Background: an optimization exercise with open tools, aiming at small area. Do not read the settings as production practice. The RTL was checked by simulation tests, not by an equivalence proof against the original design. No activity file was given, so power comes from the tool's default toggle rates.

==> 01-21: inputs <==
// dodge_top
module dodge_top #(
	parameter int STEP_CYCLES = 50,
	parameter int SECOND_CYCLES = 200
) (
	input  logic        clock,
	input  logic        reset,
	input  logic        go,
	input  logic        go2,
	input  logic [3:0]  buttons,
	output logic        playing,
	output logic        game_over,
	output logic [1:0]  direction,
	output logic [5:0]  player,
	output logic [24:0] block_map,
	output logic [6:0]  hex0,
	output logic [6:0]  hex1
);
Settings: LEC_CHECK=0, ABC_AREA=1, CAP_MARGIN=20, CORE_MARGIN=2, CORE_UTILIZATION=40, CTS_BUF_LIST=sky130_fd_sc_hd__clkbuf_4, SLEW_MARGIN=20; clock period 10.0 ns.
standard.sh (not shown) runs the stock make flow with config.mk's settings and CLKGATE_MAP_FILE= SYNTH_SCRIPT=/design/flow/synth_recipe.tcl, a recipe that flattens the netlist after the stock synthesis.
==> flow/flow/run.sh <==
#!/bin/bash
# Own layout flow: the standard synthesis, then its combinational logic re-mapped
# for area (flip-flops untouched), then the standard layout with the port
# buffers made of the smallest buffer cell and a clock tree without dummy loads.
# Each tool's output goes to a log file here.
set -euo pipefail
here=$(cd "$(dirname "$0")" && pwd)
mkdir -p tmp
export TMPDIR=$PWD/tmp
R=orfs/results/${FLOW_PLATFORM:-sky130hd}/dodge_top/base
bash standard.sh synth > flow_synth.log 2>&1
cp $R/1_2_yosys.v $R/1_2_yosys_standard.v
bash "$here/reabc.sh" $R/1_2_yosys_standard.v $R/1_2_yosys.v reabc_stat.txt ${FLOW_TOP:-dodge_top} > flow_reabc.log 2>&1
rm -f $R/1_synth.odb $R/1_synth.sdc
bash standard.sh "BUFFER_PORTS_ARGS=-buffer_cell sky130_fd_sc_hd__buf_1" \
	"CTS_ARGS=-root_buf sky130_fd_sc_hd__clkbuf_4 -buf_list sky130_fd_sc_hd__clkbuf_2 -dont_use_dummy_load -sink_clustering_enable -sink_clustering_size 20 -sink_clustering_max_diameter 100" \
	finish > flow_layout.log 2>&1
==> flow/flow/reabc.sh <==
#!/bin/bash
# usage: reabc.sh NETLIST_IN NETLIST_OUT STAT_OUT TOP
# Re-maps the combinational logic of the standard synthesis netlist for area;
# the flip-flops are left as they are.
# Stage 1: the fixed abc_*.script files here, and abc_ds.template with each seed
# in DS_SEEDS, run in parallel on the input; the smallest result is kept.
# Stage 2: each stage 1 result through the ref_*.script re-mappings, then
# REFINE_ROUNDS rounds of them, each on the BEAM smallest results of the round
# before;
# the smallest netlist seen is kept.
set -euo pipefail
here=$(cd "$(dirname "$0")" && pwd)
LIB=${FLOW_HOME:-/OpenROAD-flow-scripts/flow}/platforms/sky130hd/lib/sky130_fd_sc_hd__tt_025C_1v80.lib
DU="-dont_use *probe* -dont_use *lpflow* -dont_use *clkbuf* -dont_use *clkinv* -dont_use *clkdly* -dont_use *dlygate* -dont_use *dlymetal* -dont_use *ha_* -dont_use *fa_* -dont_use *fah* -dont_use *dfxtp* -dont_use *conb*"
mkdir -p reabc

# run_set DIR INPUT SCRIPT... : map INPUT with each script in parallel into DIR
run_set() {
	local dir=$1 in=$2
	shift 2
	mkdir -p "$dir"
	for s in "$@"; do
		local n
		n=$(basename "$s" .script)
		sed -e "s#LIB_FILE#$LIB#g" -e "s#NETLIST_IN#$in#" -e "s#NETLIST_OUT#$dir/$n.v#" -e "s#STAT_OUT#$dir/$n.stat#" -e "s#TOP#$TOPNAME#" -e "s#ABC_SCRIPT#$s#" -e "s#DONT_USE#$DU#" "$here/reabc.ys" > "$dir/$n.ys"
		echo "yosys -s $dir/$n.ys > $dir/$n.log 2>&1"
	done | xargs -P ${NUM_CORES:-4} -I{} bash -c "{}"
}
# smallest DIR : prints "area name" of the smallest result in DIR
smallest() {
	for f in "$1"/*.stat; do
		echo "$(awk '/Chip area/ {print $NF}' "$f") $(basename "$f" .stat)"
	done | sort -g | head -1
}

TOPNAME=$4
cp "$here"/abc_*.script reabc/
for s in ${DS_SEEDS:-0 1 2 3 4 5 6 7}; do
	sed -e "s/DS_TIME/${DS_TIME:-150}/" -e "s/DS_SEED/$s/" "$here/abc_ds.template" > reabc/abc_ds$s.script
done
run_set "$PWD/reabc/s1" "$1" "$PWD"/reabc/abc_*.script
for f in reabc/s1/*.stat; do echo "stage 1 $(basename "$f" .stat): $(awk '/Chip area/ {print $NF}' "$f")"; done
read -r best_area best < <(smallest reabc/s1)
best_v=$PWD/reabc/s1/$best.v
echo "stage 1 kept $best ($best_area)"
# round 0: every stage 1 result through each re-mapping
for f in reabc/s1/*.v; do
	n=$(basename "$f" .v)
	run_set "$PWD/reabc/r0_$n" "$PWD/$f" "$here"/ref_*.script
	read -r a m < <(smallest reabc/r0_$n)
	echo "round 0 from $n: $m $a"
	if awk -v a="$a" -v b="$best_area" 'BEGIN {exit !(a < b)}'; then
		best_area=$a
		best_v=$PWD/reabc/r0_$n/$m.v
	fi
done
# later rounds: a beam of the BEAM smallest distinct results of the last round
beam=$(for d in reabc/r0_*; do for f in "$d"/*.stat; do echo "$(awk '/Chip area/ {print $NF}' "$f") $PWD/${f%.stat}.v"; done; done | sort -g -u -k1,1 | head -${BEAM:-3} | awk '{print $2}')
for r in $(seq 1 ${REFINE_ROUNDS:-8}); do
	k=0
	for v in $beam; do
		k=$((k + 1))
		run_set "$PWD/reabc/r${r}_$k" "$v" "$here"/ref_*.script
	done
	beam=$(for f in reabc/r${r}_*/*.stat; do echo "$(awk '/Chip area/ {print $NF}' "$f") $PWD/${f%.stat}.v"; done | sort -g -u -k1,1 | head -${BEAM:-3} | awk '{print $2}')
	read -r a v < <(for f in reabc/r${r}_*/*.stat; do echo "$(awk '/Chip area/ {print $NF}' "$f") $PWD/${f%.stat}.v"; done | sort -g | head -1)
	echo "round $r: $a"
	if awk -v a="$a" -v b="$best_area" 'BEGIN {exit !(a < b)}'; then
		best_area=$a
		best_v=$v
	fi
done
echo "kept $best_v ($best_area)"
cp "$best_v" "$2"
cp "${best_v%.v}.stat" "$3"
==> flow/flow/ref_a1.script <==
strash
dch -f
amap
topo
==> flow/flow/ref_a2.script <==
strash
dc2
dch -f
amap
topo
==> flow/flow/ref_a3.script <==
strash
dch
amap
topo
==> flow/flow/ref_a4.script <==
strash
dch -f
amap -m
topo
==> flow/flow/ref_a5.script <==
strash
&get -n
&dch -f
&nf -a -R 2000 -E 0.5
&put
topo
Other scripts of this flow, unchanged in this note and not shown: flow/flow/abc_ds.template, flow/flow/abc_st2.script, flow/flow/abc_st3.script, flow/flow/abc_strong.script, flow/flow/reabc.ys
==> 08-03 (differences from 01-21) <==
--- a/flow/design.v
+++ b/flow/design.v
@@ -25,13 +25,13 @@
 	logic clear, step, tick, collision, rotate, rot_ok, start;
 	assign playing = p;
 	assign game_over = g;
 	assign player = {pcol, prow};
 	assign clear = !p && !g && (go || x);
 	assign start = p && x;
-	assign step = p && (&step_timer);
+	assign step = p && (step_timer == 6'b001001);
 	assign rotate = go2 && sec_gt5;
 	assign rot_ok = p && !collision && rotate;
 	logic [4:0] valid;
 	logic t0, t1, at3;
 	assign t0 = !sec_gt5 && (tens == 4'd10) && (ones == 4'd3);
 	assign t1 = !sec_gt5 && (tens == 4'd10) && (ones == 4'd14);
@@ -140,13 +140,13 @@
 	assign tens_inc[2] = (!tens[0] && tens[1]) || (tens[1] && tens[2]);
 	assign tens_inc[3] = (tens[0] && tens[3]) || (!tens[1] && tens[3]) || (!tens[0] && tens[1] && tens[2]);
 	assign ones_wrap = (!ones[1] && !ones[2]);
 	assign ones_five = (ones[0] && !ones[1] && ones[3]);
 	always_ff @(posedge clock)
 	begin
-		step_timer <= (!p || step) ? 6'b001100 : {step_timer[4:0], step_timer[5] ^ step_timer[4]};
+		step_timer <= (!p || step) ? 6'd0 : {step_timer[4:0], !(step_timer[5] ^ step_timer[4])};
 		if (!reset)
 		begin
 			p <= 1'b0;
 			g <= 1'b0;
 			x <= 1'b0;
 			direction <= 2'd0;
==> flow/flow/reabc.sh (replaced) <==
#!/bin/bash
# usage: reabc.sh NETLIST_IN NETLIST_OUT STAT_OUT TOP
# Re-maps the combinational logic with several ABC scripts (the fixed abc_*.script
# files here, and abc_ds.template with each seed in DS_SEEDS) in parallel and
# keeps the smallest result. The flip-flops are left as they are.
set -euo pipefail
here=$(cd "$(dirname "$0")" && pwd)
LIB=${FLOW_HOME:-/OpenROAD-flow-scripts/flow}/platforms/sky130hd/lib/sky130_fd_sc_hd__tt_025C_1v80.lib
DU="-dont_use *probe* -dont_use *lpflow* -dont_use *clkbuf* -dont_use *clkinv* -dont_use *clkdly* -dont_use *dlygate* -dont_use *dlymetal* -dont_use *ha_* -dont_use *fa_* -dont_use *fah* -dont_use *dfxtp* -dont_use *conb*"
mkdir -p reabc
cp "$here"/abc_*.script reabc/
for s in ${DS_SEEDS:-0 1 2 3 4 5 6 7}; do
	sed -e "s/DS_TIME/${DS_TIME:-150}/" -e "s/DS_SEED/$s/" "$here/abc_ds.template" > reabc/abc_ds$s.script
done
for s in reabc/abc_*.script; do
	n=$(basename "$s" .script)
	sed -e "s#LIB_FILE#$LIB#g" -e "s#NETLIST_IN#$1#" -e "s#NETLIST_OUT#reabc/$n.v#" -e "s#STAT_OUT#reabc/$n.stat#" -e "s#TOP#$4#" -e "s#ABC_SCRIPT#$PWD/$s#" -e "s#DONT_USE#$DU#" "$here/reabc.ys" > reabc/$n.ys
	echo "yosys -s reabc/$n.ys > reabc/$n.log 2>&1"
done | xargs -P ${NUM_CORES:-4} -I{} bash -c "{}"
best=""
best_area=""
for f in reabc/*.stat; do
	n=$(basename "$f" .stat)
	a=$(awk '/Chip area/ {print $NF}' "$f")
	echo "$n: $a"
	if [[ -z "$best" ]] || awk -v a="$a" -v b="$best_area" 'BEGIN {exit !(a < b)}'; then
		best=$n
		best_area=$a
	fi
done
echo "kept $best ($best_area)"
cp "reabc/$best.v" "$2"
cp "reabc/$best.stat" "$3"
removed: flow/flow/ref_a1.script
removed: flow/flow/ref_a2.script
removed: flow/flow/ref_a3.script
removed: flow/flow/ref_a4.script
removed: flow/flow/ref_a5.script
==> 05-11 (differences from 01-21) <==
--- a/flow/design.v
+++ b/flow/design.v
@@ -25,13 +25,13 @@
 	logic clear, step, tick, collision, rotate, rot_ok, start;
 	assign playing = p;
 	assign game_over = g;
 	assign player = {pcol, prow};
 	assign clear = !p && !g && (go || x);
 	assign start = p && x;
-	assign step = p && (&step_timer);
+	assign step = p && (step_timer == 6'b001001);
 	assign rotate = go2 && sec_gt5;
 	assign rot_ok = p && !collision && rotate;
 	logic [4:0] valid;
 	logic t0, t1, at3;
 	assign t0 = !sec_gt5 && (tens == 4'd10) && (ones == 4'd3);
 	assign t1 = !sec_gt5 && (tens == 4'd10) && (ones == 4'd14);
@@ -140,13 +140,13 @@
 	assign tens_inc[2] = (!tens[0] && tens[1]) || (tens[1] && tens[2]);
 	assign tens_inc[3] = (tens[0] && tens[3]) || (!tens[1] && tens[3]) || (!tens[0] && tens[1] && tens[2]);
 	assign ones_wrap = (!ones[1] && !ones[2]);
 	assign ones_five = (ones[0] && !ones[1] && ones[3]);
 	always_ff @(posedge clock)
 	begin
-		step_timer <= (!p || step) ? 6'b001100 : {step_timer[4:0], step_timer[5] ^ step_timer[4]};
+		step_timer <= (!p || step) ? 6'd0 : {step_timer[4:0], !(step_timer[5] ^ step_timer[4])};
 		if (!reset)
 		begin
 			p <= 1'b0;
 			g <= 1'b0;
 			x <= 1'b0;
 			direction <= 2'd0;
==> 09-17 (differences from 01-21) <==
--- a/flow/flow/reabc.sh
+++ b/flow/flow/reabc.sh
@@ -32,13 +32,13 @@
 		echo "$(awk '/Chip area/ {print $NF}' "$f") $(basename "$f" .stat)"
 	done | sort -g | head -1
 }
 
 TOPNAME=$4
 cp "$here"/abc_*.script reabc/
-for s in ${DS_SEEDS:-0 1 2 3 4 5 6 7}; do
+for s in ${DS_SEEDS:-0 1 2 3 4 5 6 7 8 9 10 11 12 13 14 15}; do
 	sed -e "s/DS_TIME/${DS_TIME:-150}/" -e "s/DS_SEED/$s/" "$here/abc_ds.template" > reabc/abc_ds$s.script
 done
 run_set "$PWD/reabc/s1" "$1" "$PWD"/reabc/abc_*.script
 for f in reabc/s1/*.stat; do echo "stage 1 $(basename "$f" .stat): $(awk '/Chip area/ {print $NF}' "$f")"; done
 read -r best_area best < <(smallest reabc/s1)
 best_v=$PWD/reabc/s1/$best.v
@@ -52,20 +52,20 @@
 	if awk -v a="$a" -v b="$best_area" 'BEGIN {exit !(a < b)}'; then
 		best_area=$a
 		best_v=$PWD/reabc/r0_$n/$m.v
 	fi
 done
 # later rounds: a beam of the BEAM smallest distinct results of the last round
-beam=$(for d in reabc/r0_*; do for f in "$d"/*.stat; do echo "$(awk '/Chip area/ {print $NF}' "$f") $PWD/${f%.stat}.v"; done; done | sort -g -u -k1,1 | head -${BEAM:-3} | awk '{print $2}')
-for r in $(seq 1 ${REFINE_ROUNDS:-8}); do
+beam=$(for d in reabc/r0_*; do for f in "$d"/*.stat; do echo "$(awk '/Chip area/ {print $NF}' "$f") $PWD/${f%.stat}.v"; done; done | sort -g -u -k1,1 | head -${BEAM:-4} | awk '{print $2}')
+for r in $(seq 1 ${REFINE_ROUNDS:-12}); do
 	k=0
 	for v in $beam; do
 		k=$((k + 1))
 		run_set "$PWD/reabc/r${r}_$k" "$v" "$here"/ref_*.script
 	done
-	beam=$(for f in reabc/r${r}_*/*.stat; do echo "$(awk '/Chip area/ {print $NF}' "$f") $PWD/${f%.stat}.v"; done | sort -g -u -k1,1 | head -${BEAM:-3} | awk '{print $2}')
+	beam=$(for f in reabc/r${r}_*/*.stat; do echo "$(awk '/Chip area/ {print $NF}' "$f") $PWD/${f%.stat}.v"; done | sort -g -u -k1,1 | head -${BEAM:-4} | awk '{print $2}')
 	read -r a v < <(for f in reabc/r${r}_*/*.stat; do echo "$(awk '/Chip area/ {print $NF}' "$f") $PWD/${f%.stat}.v"; done | sort -g | head -1)
 	echo "round $r: $a"
 	if awk -v a="$a" -v b="$best_area" 'BEGIN {exit !(a < b)}'; then
 		best_area=$a
 		best_v=$v
 	fi
==> qor summary <==
|  | 05-11 | 09-17 | 08-03 | 01-21 |
|---|---|---|---|---|
| Share of the clock period used by the worst path | 47.2% | 49.7% | 47.4% | 52.7% |
| Global routing met1 resource utilization | 27.6% | 28.9% | 30.0% | 30.4% |
| Clock latency on the worst-skew pair | 0.32 ns | 0.32 ns | 0.33 ns | 0.34 ns |
| Power per unit of standard cell area | 83.1 nW/um2 | 85.6 nW/um2 | 79.6 nW/um2 | 87.2 nW/um2 |
| Utilization after layout | 47.1% | 48.6% | 47.8% | 46.9% |
| Total number of cells along the worst setup path | 9 | 13 | 13 | 10 |
| Time the worst path needs with I/O delays and setup | 4.72 ns | 4.97 ns | 4.74 ns | 5.27 ns |
| CP Max Fanout | 6 | 6 | 8 | 13 |
| Clock buffer and inverter area fraction after layout | 1.47% | 1.48% | 1.41% | 1.48% |
| Wire length of the first global-routing pass | 10.7 mm | 11.1 mm | 11.7 mm | 10.8 mm |
| Number of cells produced by synthesis | 333 | 329 | 379 | 330 |
| Total met2 wirelength after detailed routing | 3.30 mm | 2.93 mm | 3.26 mm | 3.00 mm |
| Net count after synthesis | 341 | 337 | 387 | 338 |
| Total non-filler cell area in the finished layout | 2550 um2 | 2530 um2 | 2660 um2 | 2530 um2 |
| Fmax achieved | 212 MHz | 201 MHz | 211 MHz | 190 MHz |
| Floorplan row count | 27 | 26 | 27 | 27 |
| Metal1 wirelength | 2.95 mm | 3.18 mm | 3.19 mm | 3.16 mm |
| Number of non-clock inverters in the layout | 41 | 38 | 63 | 46 |
| Worst hold stages | 1 | 1 | 2 | 2 |
| Core region area | 5410 um2 | 5200 um2 | 5570 um2 | 5410 um2 |
| Number of global-route vias before repair | 2288 | 2392 | 2521 | 2268 |
| Arrival time of data at the critical path endpoint | 2.72 ns | 2.97 ns | 2.74 ns | 3.27 ns |
| Multi-In Gates | 258 | 257 | 282 | 250 |
| Biggest cell delay along the critical path | 0.44 ns | 0.44 ns | 0.44 ns | 0.69 ns |
| Status | no timing/DRC/antenna violations | no timing/DRC/antenna violations | no timing/DRC/antenna violations | no timing/DRC/antenna violations |
| Cells after DPL | 460 | 455 | 505 | 456 |

==> what the ideal ports hide <==
How much do the figures lean on ideal ports? The routed layouts below were timed once more, with nothing changed but the port constraints.
Step 1 assumes that a clkbuf_16 drives the clock port and a buf_2 every other input.
Step 2 times the ports against the registers' clock, not the clock port: input delays grow and output delays shrink by t, the midpoint of the rising clock arrivals with the driver on.
Slacks: ideal ports / drivers / drivers and shift; pairs: ideal ports / drivers.
run | t, ns | slack for setup (ns) | worst setup path at the end | worst register clock-pin slew, ns
01-21 | 0.348 | 4.734 / 4.708 / 5.056 | register to output | 0.11 / 0.11
08-03 | 0.344 | 5.257 / 5.232 / 5.576 | register to output | 0.11 / 0.11
05-11 | 0.343 | 5.283 / 5.258 / 5.512 | register to register | 0.10 / 0.10
09-17 | 0.336 | 5.027 / 5.002 / 5.338 | register to output | 0.11 / 0.11
After both steps every run listed still meets setup and hold.
